Context: an optimization exercise on an open-source flow, tuned for a short achievable clock period and few clock cycles. The choices shown serve that exercise and are no tape-out recipe. Only simulation tests tie the RTL to the original design; equivalence was not proved. Power and IR drop assume default switching activity.

===== flow/config.mk =====
export PLATFORM = sky130hd
export DESIGN_NAME = sigma_cpu
export DESIGN_NICKNAME = sigma_cpu
export VERILOG_FILES = /design/flow/design.v
export SDC_FILE = /design/flow/constraint.sdc
export NUM_CORES = 4
export LEC_CHECK = 0
export CAP_MARGIN = 20
export CORE_MARGIN = 2
export CORE_UTILIZATION = 40
export PLACE_DENSITY = 0.6
export SLEW_MARGIN = 20

===== flow/constraint.sdc =====
create_clock -name core_clock -period 10.0 [get_ports {clock}]
set_input_delay 2.0000 -clock core_clock [delete_from_list [all_inputs] [get_ports {clock}]]
set_output_delay 2.0000 -clock core_clock [all_outputs]
set_load 0.01 [all_outputs]

===== flow/design.v =====
module sigma_register_file
(
    input  logic        clock,
    input  logic        reset,
    input  logic [0:3]  read_index_a,
    input  logic [0:3]  read_index_b,
    output logic [0:31] read_data_a,
    output logic [0:31] read_data_b,
    input  logic        write_strobe,
    input  logic [0:3]  write_index,
    input  logic [0:31] write_data
);
    localparam int register_count = 16;
    logic [0:31] registers [register_count];
    always_ff @(posedge clock or posedge reset) begin
        if (reset) begin
            for (int i = 0; i < register_count; i++) begin
                registers[i] <= '0;
            end
        end else if (write_strobe) begin
            registers[write_index] <= write_data;
        end
    end
    assign read_data_a = registers[read_index_a];
    assign read_data_b = registers[read_index_b];
endmodule
module sigma_divider
(
    input  logic        clock,
    input  logic        reset,
    input  logic        start,
    input  logic [0:31] dividend_high,
    input  logic [0:31] dividend_low,
    input  logic [0:31] divisor,
    output logic        done,
    output logic [0:31] quotient,
    output logic [0:31] remainder
);
    logic        busy;
    logic [4:0]  step_count;
    logic [0:31] divisor_held;
    logic [0:32] partial;
    logic [0:32] shifted;
    logic [0:32] stepped;
    logic [0:32] corrected;
    always_comb begin
        shifted = {partial[1:32], quotient[0]};
        if (partial[0]) begin
            stepped = shifted + {1'b0, divisor_held};
        end else begin
            stepped = shifted - {1'b0, divisor_held};
        end
        if (partial[0]) begin
            corrected = partial + {1'b0, divisor_held};
        end else begin
            corrected = partial;
        end
    end
    assign remainder = corrected[1:32];
    always_ff @(posedge clock or posedge reset) begin
        if (reset) begin
            busy <= 1'b0;
            step_count <= '0;
            done <= 1'b0;
        end else begin
            done <= 1'b0;
            if (start && !busy) begin
                busy <= 1'b1;
                step_count <= '0;
            end else if (busy) begin
                step_count <= step_count + 5'd1;
                if (step_count == 5'd31) begin
                    busy <= 1'b0;
                    done <= 1'b1;
                end
            end
        end
    end
    always_ff @(posedge clock) begin
        if (start && !busy) begin
            partial <= {1'b0, dividend_high};
            quotient <= dividend_low;
            divisor_held <= divisor;
        end else if (busy) begin
            partial <= stepped;
            quotient <= {quotient[1:31], ~stepped[0]};
        end
    end
endmodule
module sigma_sequencer
#(
    parameter logic [15:31] start_address = '0
) (
    input  logic         clock,
    input  logic         reset,
    input  logic [0:31]  memory_data,
    output logic [15:31] memory_address,
    output logic [0:31]  memory_write_data,
    output logic [0:3]   memory_byte_enables,
    output logic         halted,
    output logic [0:3]   read_index_a,
    output logic [0:3]   read_index_b,
    input  logic [0:31]  read_data_a,
    input  logic [0:31]  read_data_b,
    output logic         write_strobe,
    output logic [0:3]   write_index,
    output logic [0:31]  write_data,
    output logic         start,
    output logic [0:31]  dividend_high,
    output logic [0:31]  dividend_low,
    output logic [0:31]  divisor,
    input  logic         done,
    input  logic [0:31]  quotient,
    input  logic [0:31]  remainder
);
    localparam logic [1:7] ai      = 7'h20;
    localparam logic [1:7] li      = 7'h22;
    localparam logic [1:7] lw      = 7'h32;
    localparam logic [1:7] stw     = 7'h35;
    localparam logic [1:7] dw      = 7'h36;
    localparam logic [1:7] bal     = 7'h6A;
    localparam logic [1:7] lb      = 7'h72;
    localparam logic [1:7] stb     = 7'h75;
    localparam logic [2:0] fetch           = 3'd0;
    localparam logic [2:0] prepare_address = 3'd1;
    localparam logic [2:0] indirect_read   = 3'd2;
    localparam logic [2:0] index_add       = 3'd3;
    localparam logic [2:0] execute         = 3'd4;
    localparam logic [2:0] store_release   = 3'd5;
    localparam logic [2:0] divide_wait     = 3'd6;
    localparam logic [2:0] phase_halted    = 3'd7;
    logic [2:0]   phase;
    logic [15:31] program_address;
    logic [15:31] next_address;
    logic [15:31] effective_address;
    logic [0:31]  instruction;
    logic [0:31]  index_offset;
    logic [0:1]   byte_select;
    logic [0:31]  store_data;
    logic [0:3]   store_enables;
    logic         quotient_pending;
    logic [1:7]   opcode;
    logic [1:7]   fetched_opcode;
    logic [0:3]   operand_register;
    logic [0:31]  immediate;
    logic [0:31]  add_a;
    logic [0:31]  add_b;
    logic [0:31]  sum;
    logic [0:7]   loaded_byte;
    logic [15:31] request_address;
    assign opcode = instruction[1:7];
    assign fetched_opcode = memory_data[1:7];
    assign operand_register = instruction[8:11];
    assign immediate = {{12{instruction[12]}}, instruction[12:31]};
    assign halted = (phase == phase_halted);
    assign add_a = (phase == index_add) ? {15'd0, effective_address} : read_data_a;
    assign add_b = (phase == index_add) ? index_offset : immediate;
    assign sum = add_a + add_b;
    always_comb begin
        case (byte_select)
            2'd0: loaded_byte = memory_data[0:7];
            2'd1: loaded_byte = memory_data[8:15];
            2'd2: loaded_byte = memory_data[16:23];
            default: loaded_byte = memory_data[24:31];
        endcase
    end
    always_comb begin
        case (phase)
            indirect_read, execute, store_release: request_address = effective_address;
            default: request_address = program_address;
        endcase
    end
    assign memory_address = request_address;
    assign memory_write_data = store_data;
    assign memory_byte_enables = store_enables;
    assign read_index_a = operand_register;
    assign read_index_b = (phase == execute) ? (operand_register | 4'b0001)
                                             : {1'b0, instruction[12:14]};
    assign start = (phase == execute) && (opcode == dw);
    assign dividend_high = read_data_a;
    assign dividend_low = read_data_b;
    assign divisor = memory_data;
    always_comb begin
        write_strobe = 1'b0;
        write_index = operand_register;
        write_data = sum;
        if (phase == execute) begin
            case (opcode)
                li: begin
                    write_strobe = 1'b1;
                    write_data = immediate;
                end
                ai: write_strobe = 1'b1;
                lw: begin
                    write_strobe = 1'b1;
                    write_data = memory_data;
                end
                lb: begin
                    write_strobe = 1'b1;
                    write_data = {24'd0, loaded_byte};
                end
                bal: begin
                    write_strobe = 1'b1;
                    write_data = {15'd0, next_address};
                end
                default: write_strobe = 1'b0;
            endcase
        end else if (phase == divide_wait) begin
            write_strobe = done || quotient_pending;
            if (quotient_pending) begin
                write_index = operand_register | 4'b0001;
                write_data = quotient;
            end else begin
                write_data = remainder;
            end
        end
    end
    always_ff @(posedge clock or posedge reset) begin
        if (reset) begin
            phase <= fetch;
            program_address <= start_address;
            store_enables <= '0;
            quotient_pending <= 1'b0;
        end else begin
            case (phase)
                fetch: begin
                    case (fetched_opcode)
                        lw, lb, stw, stb, bal, dw: phase <= prepare_address;
                        default: phase <= execute;
                    endcase
                end
                prepare_address: phase <= instruction[0] ? indirect_read : index_add;
                indirect_read: phase <= index_add;
                index_add: phase <= execute;
                execute: begin
                    case (opcode)
                        li, ai, lw, lb: begin
                            program_address <= next_address;
                            phase <= fetch;
                        end
                        bal: begin
                            program_address <= effective_address;
                            phase <= fetch;
                        end
                        stw: begin
                            store_enables <= 4'b1111;
                            phase <= store_release;
                        end
                        stb: begin
                            store_enables <= 4'b1000 >> byte_select;
                            phase <= store_release;
                        end
                        dw: phase <= divide_wait;
                        default: phase <= phase_halted;
                    endcase
                end
                store_release: begin
                    store_enables <= '0;
                    program_address <= next_address;
                    phase <= fetch;
                end
                divide_wait: begin
                    if (quotient_pending) begin
                        quotient_pending <= 1'b0;
                        program_address <= next_address;
                        phase <= fetch;
                    end else if (done) begin
                        quotient_pending <= 1'b1;
                    end
                end
                default: phase <= phase_halted;
            endcase
        end
    end
    always_ff @(posedge clock or posedge reset) begin
        if (reset) begin
            effective_address <= '0;
        end else begin
            case (phase)
                prepare_address: effective_address <= instruction[15:31];
                indirect_read: effective_address <= memory_data[15:31];
                index_add: effective_address <= sum[15:31];
                default: ;
            endcase
        end
    end
    always_ff @(posedge clock) begin
        case (phase)
            fetch: begin
                instruction <= memory_data;
                next_address <= program_address + 17'd1;
            end
            prepare_address: begin
                byte_select <= '0;
                if (instruction[12:14] == 3'd0) begin
                    index_offset <= '0;
                end else if (opcode == lb || opcode == stb) begin
                    index_offset <= {2'b00, read_data_b[0:29]};
                    byte_select <= read_data_b[30:31];
                end else begin
                    index_offset <= read_data_b;
                end
            end
            execute: begin
                if (opcode == stb) begin
                    store_data <= {24'd0, read_data_a[24:31]} << (8 * (3 - byte_select));
                end else begin
                    store_data <= read_data_a;
                end
            end
            default: ;
        endcase
    end
endmodule
module sigma_cpu
#(
    parameter logic [15:31] start_address = '0
) (
    input  logic         clock,
    input  logic         reset,
    input  logic [0:31]  memory_data,
    output logic [15:31] memory_address,
    output logic [0:31]  memory_write_data,
    output logic [0:3]   memory_byte_enables,
    output logic         halted
);
    logic [0:3]  read_index_a;
    logic [0:3]  read_index_b;
    logic [0:31] read_data_a;
    logic [0:31] read_data_b;
    logic        write_strobe;
    logic [0:3]  write_index;
    logic [0:31] write_data;
    logic        divide_start;
    logic        divide_done;
    logic [0:31] dividend_high;
    logic [0:31] dividend_low;
    logic [0:31] divisor;
    logic [0:31] quotient;
    logic [0:31] remainder;
    sigma_sequencer #(
        .start_address(start_address)
    ) sequencer (
        .clock(clock),
        .reset(reset),
        .memory_data(memory_data),
        .memory_address(memory_address),
        .memory_write_data(memory_write_data),
        .memory_byte_enables(memory_byte_enables),
        .halted(halted),
        .read_index_a(read_index_a),
        .read_index_b(read_index_b),
        .read_data_a(read_data_a),
        .read_data_b(read_data_b),
        .write_strobe(write_strobe),
        .write_index(write_index),
        .write_data(write_data),
        .start(divide_start),
        .dividend_high(dividend_high),
        .dividend_low(dividend_low),
        .divisor(divisor),
        .done(divide_done),
        .quotient(quotient),
        .remainder(remainder)
    );
    sigma_register_file register_file (
        .clock(clock),
        .reset(reset),
        .read_index_a(read_index_a),
        .read_index_b(read_index_b),
        .read_data_a(read_data_a),
        .read_data_b(read_data_b),
        .write_strobe(write_strobe),
        .write_index(write_index),
        .write_data(write_data)
    );
    sigma_divider divider (
        .clock(clock),
        .reset(reset),
        .start(divide_start),
        .dividend_high(dividend_high),
        .dividend_low(dividend_low),
        .divisor(divisor),
        .done(divide_done),
        .quotient(quotient),
        .remainder(remainder)
    );
endmodule

===== flow/run.sh =====
#!/bin/bash
# synth_recipe.tcl (not shown) runs the flow's synth.tcl, then flattens the netlist and writes it again
# the make line also repeats each setting of config.mk as NAME=value (left out here)
make -C /OpenROAD-flow-scripts/flow DESIGN_CONFIG=/design/flow/config.mk WORK_HOME=/design/flow/orfs CLKGATE_MAP_FILE= SYNTH_SCRIPT=/design/flow/synth_recipe.tcl finish

==> results.txt <==
==> layer usage <==
metal,up-vias,global-route usage,part of all wire
li1,16800,-,-
met1,19000,0.417,0.39
met2,2473,0.485,0.44
met3,522,0.0724,0.11
met4,0,0.154,0.054
met5,-,0,0
==> final timing paths <==
kind | endpoint | slack [ps] | depth (start not counted) | start
min reg2reg | register_file.registers[12][24] | 480 | 2 | register_file.registers[12][24]
max reg2reg | register_file.registers[8][3] | 2790 | 22 | sequencer.instruction[10]
min in group asynchronous | register_file.registers[2][10] | 1970 | 3 | reset
max in group asynchronous | register_file.registers[5][28] | 6560 | 4 | reset
min | register_file.registers[12][24] | 480 | 2 | register_file.registers[12][24]
max | register_file.registers[8][3] | 2790 | 22 | sequencer.instruction[10]
==> sequential cells by signal, summed over array words and instances (netlist names), 2 cells and up <==
signal / count
sequencer.program_address: 17
register_file.registers: 512
sequencer.byte_select: 2
sequencer.next_address: 17
sequencer.instruction: 32
sequencer.store_data: 32
sequencer.store_enables: 4
sequencer.effective_address: 17
sequencer.phase: 3
divider.step_count: 5
divider.quotient: 32
sequencer.index_offset: 32
divider.partial: 33
divider.divisor_held: 32
==> area by class of cell <==
| class | count | area, µm² |
|---|---|---|
| fill | 10200 | 58400 |
| antenna | 3 | 7.51 |
| timing repair buffer | 200 | 1780 |
| inverter | 55 | 210 |
| clock inverter | 50 | 732 |
| multi-input combinational | 3389 | 21000 |
| sequential | 773 | 20400 |
| clock buffer | 116 | 2420 |
| tap | 1403 | 1760 |
==> worst register-to-register path, delay by kind of cell, from the launching register on <==
kind,cells,cell delay [ps]
compound gates,9,3060
simple gates,8,1600
buf+inv,3,1520
flops,1,350
fa+ha+maj,1,350
mux,1,180
==> kinds of logic (layout without fill, tap and decap cells) <==
| kind of cell | Yosys count | after routing | share of synthesized area |
|---|---|---|---|
| AO/OA/AOI/OAI | 1706 | 1706 | 0.260 |
| XOR/XNOR | 129 | 129 | 0.0265 |
| adder cells (fa/ha/maj) | 102 | 102 | 0.0302 |
| buffers and inverters | 410 | 421 | 0.0418 |
| flip-flops | 773 | 773 | 0.475 |
| multiplexers | 127 | 127 | 0.0328 |
| other | 0 | 3 | 0 |
| AND/OR/NAND/NOR | 1325 | 1325 | 0.134 |
==> power breakdown <==
part	total (W)	switching, W	internal (W)
clock network	0.00355	0.00146	0.00209
registers	0.00418	0.000414	0.00376
logic	0.00847	0.00588	0.00259
==> cell usage in the layout, fill, tap and decap left out, types with 71 or more instances in the layout <==
| cell | netlist | routed |
|---|---|---|
| sky130_fd_sc_hd__nand2_1 | 847 | 838 |
| sky130_fd_sc_hd__o21ai_0 | 626 | 617 |
| sky130_fd_sc_hd__dfrtp_1 | 561 | 560 |
| sky130_fd_sc_hd__a21oi_1 | 220 | 219 |
| sky130_fd_sc_hd__a22oi_1 | 214 | 214 |
| sky130_fd_sc_hd__edfxtp_1 | 211 | 211 |
| sky130_fd_sc_hd__nor2_1 | 154 | 135 |
| sky130_fd_sc_hd__buf_4 | 2 | 109 |
| sky130_fd_sc_hd__ha_1 | 99 | 99 |
| sky130_fd_sc_hd__mux2i_1 | 97 | 97 |
| sky130_fd_sc_hd__clkbuf_16 | 0 | 88 |
| sky130_fd_sc_hd__a221oi_1 | 87 | 87 |
| sky130_fd_sc_hd__clkdlybuf4s50_1 | 0 | 87 |
| sky130_fd_sc_hd__o22ai_1 | 73 | 73 |
| sky130_fd_sc_hd__nand3_1 | 73 | 72 |
| sky130_fd_sc_hd__xnor2_1 | 71 | 71 |
==> metrics by stage <==
step | power, W | cell area (µm²)
floorplan | 0.00928 | 42900
global placement | 0.0124 | 45100
detailed placement | 0.0124 | 45100
CTS | 0.0159 | 48300
global route | 0.0168 | 48300
finish | 0.0162 | 48300
==> impl_metrics.xml <==
<?xml version="1.0" encoding="UTF-8"?>
<metrics>
  <group name="outcome">
    <metric name="status" unit="">no timing/DRC/antenna violations</metric>
  </group>
  <group name="clocking">
    <metric name="cts_resized" unit="">0</metric>
    <metric name="clock_sink_count" unit="">773</metric>
    <metric name="cts_max_path_buffers" unit="">3</metric>
    <metric name="count_of_hold_buffers_inserted_by_post_cts_repair" unit="">0</metric>
    <metric name="tritoncts" unit="">done</metric>
    <metric name="cts-root-buf" unit="">sky130_fd_sc_hd__clkbuf_16</metric>
    <metric name="post-cts-setup-buffers" unit="">0</metric>
    <metric name="numCtsBuffers" unit="">88</metric>
    <metric name="cts.reportedPaths.clkPinSlew" unit="ps">70</metric>
    <metric name="ctsHtreeMaxLevel" unit="">3</metric>
    <metric name="worstSkewPairLatency" unit="ps">710</metric>
  </group>
  <group name="setup_path">
    <metric name="cp_max_stage_cell" unit="">sky130_fd_sc_hd__a311oi_4</metric>
    <metric name="max_stage_delay" unit="ps">890</metric>
    <metric name="worstPathBufferInverterCount" unit="">3</metric>
    <metric name="timing.critical_path.cells" unit="">buf_4 -&gt; buf_4 -&gt; nand2b_1 -&gt; nor2_4 -&gt; buf_4 -&gt; a22o_1 -&gt; a221oi_1 -&gt; nand3_1 -&gt; o22a_1 -&gt; nand2_1 -&gt; nand2_1 -&gt; ha_1 -&gt; nand2_1 -&gt; a211oi_4 -&gt; o2111ai_2 -&gt; a21oi_1 -&gt; a21oi_2 -&gt; nor4_2 -&gt; mux2_1 -&gt; nor2_1 -&gt; a311oi_4 -&gt; o21ai_0</metric>
    <metric name="family_with_the_most_delay_on_the_worst_path" unit="">compound AO/OA/AOI/OAI gates</metric>
    <metric name="timing.critical_path.required" unit="ps">10530</metric>
    <metric name="crit_path_start_kind" unit="">flip-flop</metric>
    <metric name="cp_max_fo" unit="">33</metric>
    <metric name="timing_worst_setup_path_type" unit="">reg -&gt; reg</metric>
    <metric name="timing.critical_path.arrival" unit="ps">7740</metric>
    <metric name="cp_endpoint_kind" unit="">flip-flop</metric>
  </group>
  <group name="drt">
    <metric name="routed_wire_length_per_instance" unit="µm">29.6</metric>
    <metric name="detail_route.first_pass.iterations" unit="">8</metric>
    <metric name="avgViaCountPerCell" unit="">6.46</metric>
    <metric name="vias" unit="">38700</metric>
    <metric name="remaining_drc_errors" unit="">0</metric>
    <metric name="drt-total-wl" unit="µm">177000</metric>
    <metric name="drt_first_iter_violations" unit="">5100</metric>
    <metric name="ant_nets" unit="">0</metric>
  </group>
  <group name="timing">
    <metric name="clock.fmax" unit="MHz">139</metric>
    <metric name="shortest_clock_period_the_worst_path_allows_after_layout" unit="ps">7210</metric>
    <metric name="hold_ws" unit="ps">481</metric>
    <metric name="worst_slew_pin_slew" unit="ps">1330</metric>
    <metric name="timing.slew.headroom" unit="">0.109</metric>
    <metric name="final.setup_skew" unit="ps">63.9</metric>
    <metric name="hold_violations" unit="">0</metric>
    <metric name="min_period_over_period" unit="">0.721</metric>
    <metric name="setup_slack" unit="ps">2790</metric>
    <metric name="finalMaxSlewViolations" unit="">0</metric>
    <metric name="rsz0062_at_grt" unit="">no</metric>
    <metric name="setup-tns-final" unit="ps">0</metric>
    <metric name="report.final.setup_viol" unit="">0</metric>
  </group>
  <group name="cells_and_area">
    <metric name="utilization" unit="">0.453</metric>
    <metric name="drive_above_1_share" unit="">0.0964</metric>
    <metric name="final_nets" unit="">4643</metric>
    <metric name="final_cells" unit="">5989</metric>
    <metric name="layout-area-overhead-vs-synth" unit="%">12.5</metric>
  </group>
  <group name="logic_synthesis">
    <metric name="yosysSeqAreaShare" unit="">0.475</metric>
    <metric name="ys_async_sr_fraction" unit="">0.726</metric>
    <metric name="netlist_top_cells_count" unit="">847 x sky130_fd_sc_hd__nand2_1, 626 x sky130_fd_sc_hd__o21ai_0, 561 x sky130_fd_sc_hd__dfrtp_1, 281 x sky130_fd_sc_hd__clkbuf_1, 220 x sky130_fd_sc_hd__a21oi_1</metric>
    <metric name="synthesis.area_per_instance" unit="µm²">9.39</metric>
    <metric name="synthMostInstantiatedCell" unit="">sky130_fd_sc_hd__nand2_1</metric>
    <metric name="post-synth-top-area-fraction" unit="">0.327</metric>
    <metric name="synth_enable_flop_cells" unit="">211</metric>
    <metric name="postSynthNetCount" unit="">4708</metric>
    <metric name="post_synth_main_area_contributors" unit="">sky130_fd_sc_hd__dfrtp_1 33%, sky130_fd_sc_hd__edfxtp_1 15%, sky130_fd_sc_hd__nand2_1 7.4%</metric>
    <metric name="ys_seq_elements" unit="">773</metric>
    <metric name="syn_area" unit="µm²">42900</metric>
    <metric name="post-synth-top-area-cell" unit="">sky130_fd_sc_hd__dfrtp_1</metric>
    <metric name="synth_flop_cell" unit="">sky130_fd_sc_hd__dfrtp_1</metric>
    <metric name="netlist-cell-type-count" unit="">108</metric>
    <metric name="ys.warnings.count" unit="">4</metric>
    <metric name="syn_inst" unit="">4572</metric>
  </group>
  <group name="job">
    <metric name="max-cap-violations" unit="">0</metric>
  </group>
  <group name="floorplan">
    <metric name="die-area" unit="µm²">110000</metric>
    <metric name="chipWidth" unit="µm">332</metric>
    <metric name="rows" unit="">120</metric>
    <metric name="initial_utilization" unit="">0.402</metric>
    <metric name="io_pins" unit="">88</metric>
    <metric name="placeable_core_area" unit="µm²">107000</metric>
    <metric name="floorplan.die.height" unit="µm">332</metric>
  </group>
  <group name="power">
    <metric name="power_density" unit="nW/µm²">335</metric>
    <metric name="vdd.ir_drop.worst" unit="mV">0.265</metric>
    <metric name="total_leakage_power" unit="nW">20.3</metric>
  </group>
  <group name="placed_design">
    <metric name="port_buffers" unit="">87</metric>
    <metric name="detailedPlace.worstSlack" unit="ps">3100</metric>
    <metric name="detailed_place_hpwl" unit="µm">115000</metric>
    <metric name="place_inst" unit="">5819</metric>
    <metric name="rd_place_congestion" unit="">1.01</metric>
  </group>
  <group name="global_routing">
    <metric name="antenna_found_initial" unit="">8</metric>
    <metric name="first_global_vias" unit="">36500</metric>
    <metric name="grt_start_max_net_pins" unit="">171</metric>
    <metric name="grt_first_pass_wirelength" unit="µm">256000</metric>
    <metric name="grt_overflow_total" unit="">0</metric>
    <metric name="grt.total_usage" unit="">0.315</metric>
  </group>
  <group name="hold_path">
    <metric name="hold_path.class" unit="">reg -&gt; reg</metric>
  </group>
</metrics>
Testbench counts, summed over its fixed seeds: cycles 33,371.

-- what the ideal ports hide --
The results above use ideal ports. As a check the final layout listed here was re-extracted and re-timed, cells and wires unchanged. Step 1, drivers: a clkbuf_16 drives clock and a buf_2 each remaining input, both assumed. Step 2 times the ports against the registers' clock, not the clock port: input delays grow and output delays shrink by t, the midpoint of the rising clock arrivals with the driver on. Slacks: no drivers / after step 1 / after step 2; pairs: no drivers / after step 1.
t (ns): 0.749
slack for setup (ns): 2.792 / 2.792 / 2.792
worst setup path after step 2: register to register
worst register clock-pin slew, ns: 0.07 / 0.07
pins driven straight from the clock port: 1
After both steps this run still meets setup and hold. For this run, drivers alone change the setup slack by 0.000 ns; drivers and shift together by 0.000 ns.
